From an optimization exercise on the open Yosys and OpenROAD flow, aimed at small area and a short achievable clock period; shortcuts taken in it are not production practice. Only simulation tests tie the RTL to the original design; equivalence was not proved. Power is estimated from default activity; no workload was simulated.

==> flow/design.v <==
module hamwt_locator #(
  parameter int DATA_W    = 8,
  parameter int PKT_BEATS = 128,
  parameter int MAX_ONES  = 31,
  localparam int IDX_W    = $clog2(DATA_W * PKT_BEATS),
  localparam int WT_W     = $clog2(DATA_W * PKT_BEATS + 1)
) (
  input  logic                      clk,
  input  logic                      clear_n,
  input  logic                      pkt_starts,
  input  logic                      data_valid,
  input  logic [DATA_W-1:0]         bin_data,
  output logic [WT_W-1:0]           ham_wt,
  output logic [MAX_ONES*IDX_W-1:0] locn_ones,
  output logic                      loc_ovf,
  output logic                      done,
  output logic                      busy
);
  localparam int BEAT_W = (PKT_BEATS > 1) ? $clog2(PKT_BEATS) : 1;
  localparam int OFF_W  = (DATA_W > 1) ? $clog2(DATA_W) : 1;
  localparam int HI_W   = WT_W - OFF_W;
  localparam int NSLOT  = MAX_ONES;
  logic              busy_q;
  logic [BEAT_W-1:0] beat_q;
  logic [WT_W-1:0]   wt_q;
  logic [IDX_W-1:0]  locs_q [NSLOT];
  logic [WT_W-1:0]   ham_wt_q;
  logic [IDX_W-1:0]  locn_q [NSLOT];
  logic              ovf_q, done_q;
  logic              start, accept, last_beat, fin;
  logic [BEAT_W-1:0] base_beat, beat_inc;
  logic [WT_W-1:0]   wt_d;
  logic              ovf_d;
  logic [OFF_W-1:0]  rot;
  logic [DATA_W-1:0] d;
  localparam int HALF = DATA_W / 2;
  logic [HALF:0]     hc [2];
  logic [OFF_W-2:0]  hp [2][HALF];
  logic [DATA_W:0]   cnt_oh;
  logic [DATA_W-1:0] has;
  logic [OFF_W-1:0]  pos [DATA_W];
  logic [DATA_W-1:0] hit;
  logic [OFF_W-1:0]  off [DATA_W];
  logic [NSLOT-1:0]  filled, win, we, ld;
  logic [IDX_W-1:0]  locs_d [NSLOT];
  logic [IDX_W-1:0]  nv [DATA_W];
  logic              hold;
  function automatic integer rank_below(input integer m, input integer i);
    integer b;
    begin
      rank_below = 0;
      for (b = 0; b < 32; b = b + 1)
        if (b < i && ((m >> b) & 1) == 1) rank_below = rank_below + 1;
    end
  endfunction
  assign start     = pkt_starts & data_valid;
  assign accept    = data_valid & (start | busy_q);
  assign base_beat = start ? '0 : beat_q;
  assign rot       = start ? '0 : wt_q[OFF_W-1:0];
  assign last_beat = !start && (beat_q == BEAT_W'(PKT_BEATS - 1));
  assign fin       = accept & last_beat;
  always_comb begin
    for (int p = 0; p < DATA_W; p++) d[p] = bin_data[DATA_W - 1 - p];
    for (int h = 0; h < 2; h++) begin
      hc[h]  = '0;
      for (int j = 0; j < HALF; j++) hp[h][j] = '0;
      for (int m = 0; m < (1 << HALF); m++) begin
        logic t;
        int   c;
        t = 1'b1;
        c = 0;
        for (int i = 0; i < HALF; i++) begin
          t = t & (((m >> i) & 1) ? d[h*HALF+i] : !d[h*HALF+i]);
          c = c + ((m >> i) & 1);
        end
        hc[h][c] = hc[h][c] | t;
        for (int i = 0; i < HALF; i++)
          hp[h][rank_below(m, i)] = hp[h][rank_below(m, i)]
                             | ({(OFF_W-1){t & (((m >> i) & 1) == 1)}} & (OFF_W-1)'(i));
      end
    end
    cnt_oh = '0;
    for (int a = 0; a <= HALF; a++)
      for (int b = 0; b <= HALF; b++) cnt_oh[a+b] = cnt_oh[a+b] | (hc[0][a] & hc[1][b]);
    for (int j = 0; j < DATA_W; j++) begin
      has[j] = 1'b0;
      pos[j] = '0;
      for (int a = 0; a <= HALF; a++) begin
        if (j < a) begin
          has[j] = has[j] | hc[0][a];
          pos[j] = pos[j] | ({OFF_W{hc[0][a]}} & {1'b0, hp[0][j]});
        end else if (j - a < HALF) begin
          logic more;
          more = 1'b0;
          for (int b = j - a + 1; b <= HALF; b++) more = more | hc[1][b];
          has[j] = has[j] | (hc[0][a] & more);
          pos[j] = pos[j] | ({OFF_W{hc[0][a]}} & {1'b1, hp[1][j-a]});
        end
      end
    end
  end
  always_comb begin
    for (int r = 0; r < DATA_W; r++) begin
      hit[r] = 1'b0;
      off[r] = '0;
      for (int m = 0; m < DATA_W; m++)
        if (rot == OFF_W'(m)) begin
          hit[r] = has[(r - m + DATA_W) % DATA_W];
          off[r] = pos[(r - m + DATA_W) % DATA_W];
        end
    end
  end
  always_comb begin
    logic [OFF_W-1:0] lo_b, lo_n;
    logic [HI_W-1:0]  hi_q, hi_i;
    logic             cy;
    lo_b = start ? '0 : wt_q[OFF_W-1:0];
    hi_q = wt_q[WT_W-1:OFF_W];
    for (int i = 0; i < HI_W; i++) begin
      logic all_lo;
      all_lo = 1'b1;
      for (int j = 0; j < i; j++) all_lo = all_lo & hi_q[j];
      hi_i[i] = hi_q[i] ^ all_lo;
    end
    lo_n = '0;
    cy   = 1'b0;
    for (int n = 0; n <= DATA_W; n++)
      for (int l = 0; l < DATA_W; l++)
        if (cnt_oh[n] && lo_b == OFF_W'(l)) begin
          lo_n = OFF_W'(l + n);
          cy   = (l + n) >= DATA_W;
        end
    if (start) wt_d = {HI_W'(cy), lo_n};
    else       wt_d = {cy ? hi_i : hi_q, lo_n};
    ovf_d = !start && ((|hi_q[HI_W-1:2]) | (cy & (&hi_q[1:0])));
  end
  always_comb begin
    for (int i = 0; i < BEAT_W; i++) begin
      logic all_lo;
      all_lo = 1'b1;
      for (int j = 0; j < i; j++) all_lo = all_lo & beat_q[j];
      beat_inc[i] = beat_q[i] ^ all_lo;
    end
    if (start) beat_inc = BEAT_W'(1);
  end
  always_comb begin
    logic              sat;
    logic [4:0]        w5;
    sat = |wt_q[WT_W-1:5];
    w5  = wt_q[4:0];
    for (int k = 0; k < NSLOT; k++) begin
      filled[k] = 1'b0;
      win[k]    = 1'b0;
      for (int v = 0; v < 32; v++)
        if (w5 == 5'(v)) begin
          filled[k] = (v > k);
          win[k]    = (v <= k) && (k < v + DATA_W);
        end
      filled[k] = !start && (sat || filled[k]);
      win[k]    = start ? (k < DATA_W) : (busy_q && !sat && win[k]);
      we[k]     = data_valid & win[k];
    end
  end
  always_comb
    for (int r = 0; r < DATA_W; r++) nv[r] = {IDX_W{hit[r]}} & {base_beat, off[r]};
  always_comb
    for (int k = 0; k < NSLOT; k++)
      locs_d[k] = ({IDX_W{we[k]}}  & nv[k % DATA_W])
                | ({IDX_W{!we[k]}} & locs_q[k]);
  always_ff @(posedge clk)
    for (int k = 0; k < NSLOT; k++) locs_q[k] <= locs_d[k];
  always_comb begin
    hold = clear_n & !fin;
    for (int k = 0; k < NSLOT; k++)
      ld[k] = clear_n & fin & (filled[k] | win[k]);
  end
  always_ff @(posedge clk)
    for (int k = 0; k < NSLOT; k++)
      locn_q[k] <= ({IDX_W{ld[k]}} & locs_d[k]) | ({IDX_W{hold}} & locn_q[k]);
  always_ff @(posedge clk) begin
    if (accept) begin
      beat_q <= beat_inc;
      wt_q   <= wt_d;
    end
  end
  always_ff @(posedge clk) begin
    if (!clear_n) begin
      busy_q   <= 1'b0;
      ham_wt_q <= '0;
      ovf_q    <= 1'b0;
      done_q   <= 1'b0;
    end else begin
      done_q <= fin;
      if (accept) busy_q <= !last_beat;
      if (fin) begin
        ham_wt_q <= wt_d;
        ovf_q    <= ovf_d;
      end
    end
  end
  always_comb
    for (int k = 0; k < NSLOT; k++) locn_ones[k*IDX_W +: IDX_W] = locn_q[k];
  assign ham_wt  = ham_wt_q;
  assign loc_ovf = ovf_q;
  assign done    = done_q;
  assign busy    = busy_q;
endmodule
export LEC_CHECK = 0
export ABC_AREA = 1
export CAP_MARGIN = 20
export CORE_MARGIN = 2
export CORE_UTILIZATION = 40
export CTS_CLUSTER_DIAMETER = 80
export CTS_CLUSTER_SIZE = 30
export SLEW_MARGIN = 20
create_clock -name core_clock -period 14.0 [get_ports {clk}]
standard.sh (not shown) runs the stock make flow with config.mk's settings and CLKGATE_MAP_FILE= SYNTH_SCRIPT=/design/flow/synth_recipe.tcl, a recipe that flattens the netlist after the stock synthesis.
==> flow/flow/run.sh <==
#!/bin/bash
# The standard ORFS layout (standard.sh) with two changes to how the layout
# is made; the clock, I/O constraints and every other setting are the standard flow's:
#  - the timing repair steps aim for the setup margin in flow/margin.txt, so they
#    also work on paths the 14 ns clock leaves slack on;
#  - the port buffers are the plain sky130 buffer named in flow/portbuf.txt.
set -euo pipefail
MARGIN=$(cat flow/margin.txt)
PORTBUF=$(cat flow/portbuf.txt)
bash standard.sh SETUP_SLACK_MARGIN=$MARGIN "BUFFER_PORTS_ARGS=-buffer_cell $PORTBUF" finish > orfs_make.log 2>&1
==> flow/flow/margin.txt <==
9.3
==> flow/flow/portbuf.txt <==
sky130_fd_sc_hd__buf_1
Next try:
==> flow/flow/margin.txt (replaced) <==
10
Clock-buffer cell count falls by 3.
Wire length grows by a few percent.
Clock power is higher by a few percent.
Sequential power stays flat.
Power went up by a few percent.
Clock skew hardly moves.
Design area rose by a few percent.
Critical path depth increases by 3.
Combinational power went up by roughly a tenth.
Next try:
==> flow/flow/margin.txt (replaced) <==
9
=> Die area stays the same. Clock power is about the same. Synthesized cell count does not change. Cell area drops by 14%. Setup slack is better by 0.13 ns. Total power drops by 9.2%. Area after synthesis is unchanged. Hold slack is better by 0.014 ns. Utilization drops by 7.7 points. Global-route usage drops by 1.9 points. Maximum frequency climbs by 2.7%.

==> static timing again, ports no longer ideal <==
The results above use ideal ports. As a check the final layouts listed here were re-extracted and re-timed, cells and wires unchanged. Step 1: set_driving_cell puts a clkbuf_16 on clk and a buf_2 on each other input, an assumption about the parent block. Step 2 moves the port delays by t, midway between the first and last clock arrival at a register: inputs arrive t later, outputs are due t later. That takes back most of the time a late clock gives input paths. Slacks: no drivers / after step 1 / after step 2; pairs: no drivers / after step 1.
run | t (ns) | setup WS [ns] | hold WS [ns]
the first run | 0.666 | 8.855 / 8.860 / 8.194 | 0.458 / 0.458 / 0.458
the second run | 0.685 | 8.924 / 8.921 / 8.235 | 0.457 / 0.457 / 0.457
the third run | 0.677 | 9.056 / 9.068 / 8.391 | 0.471 / 0.471 / 0.471
After both steps setup and hold are still met in every run listed. The setup slack of the second run, which loses most, moves by -0.003 ns with the drivers and by -0.689 ns with both steps.
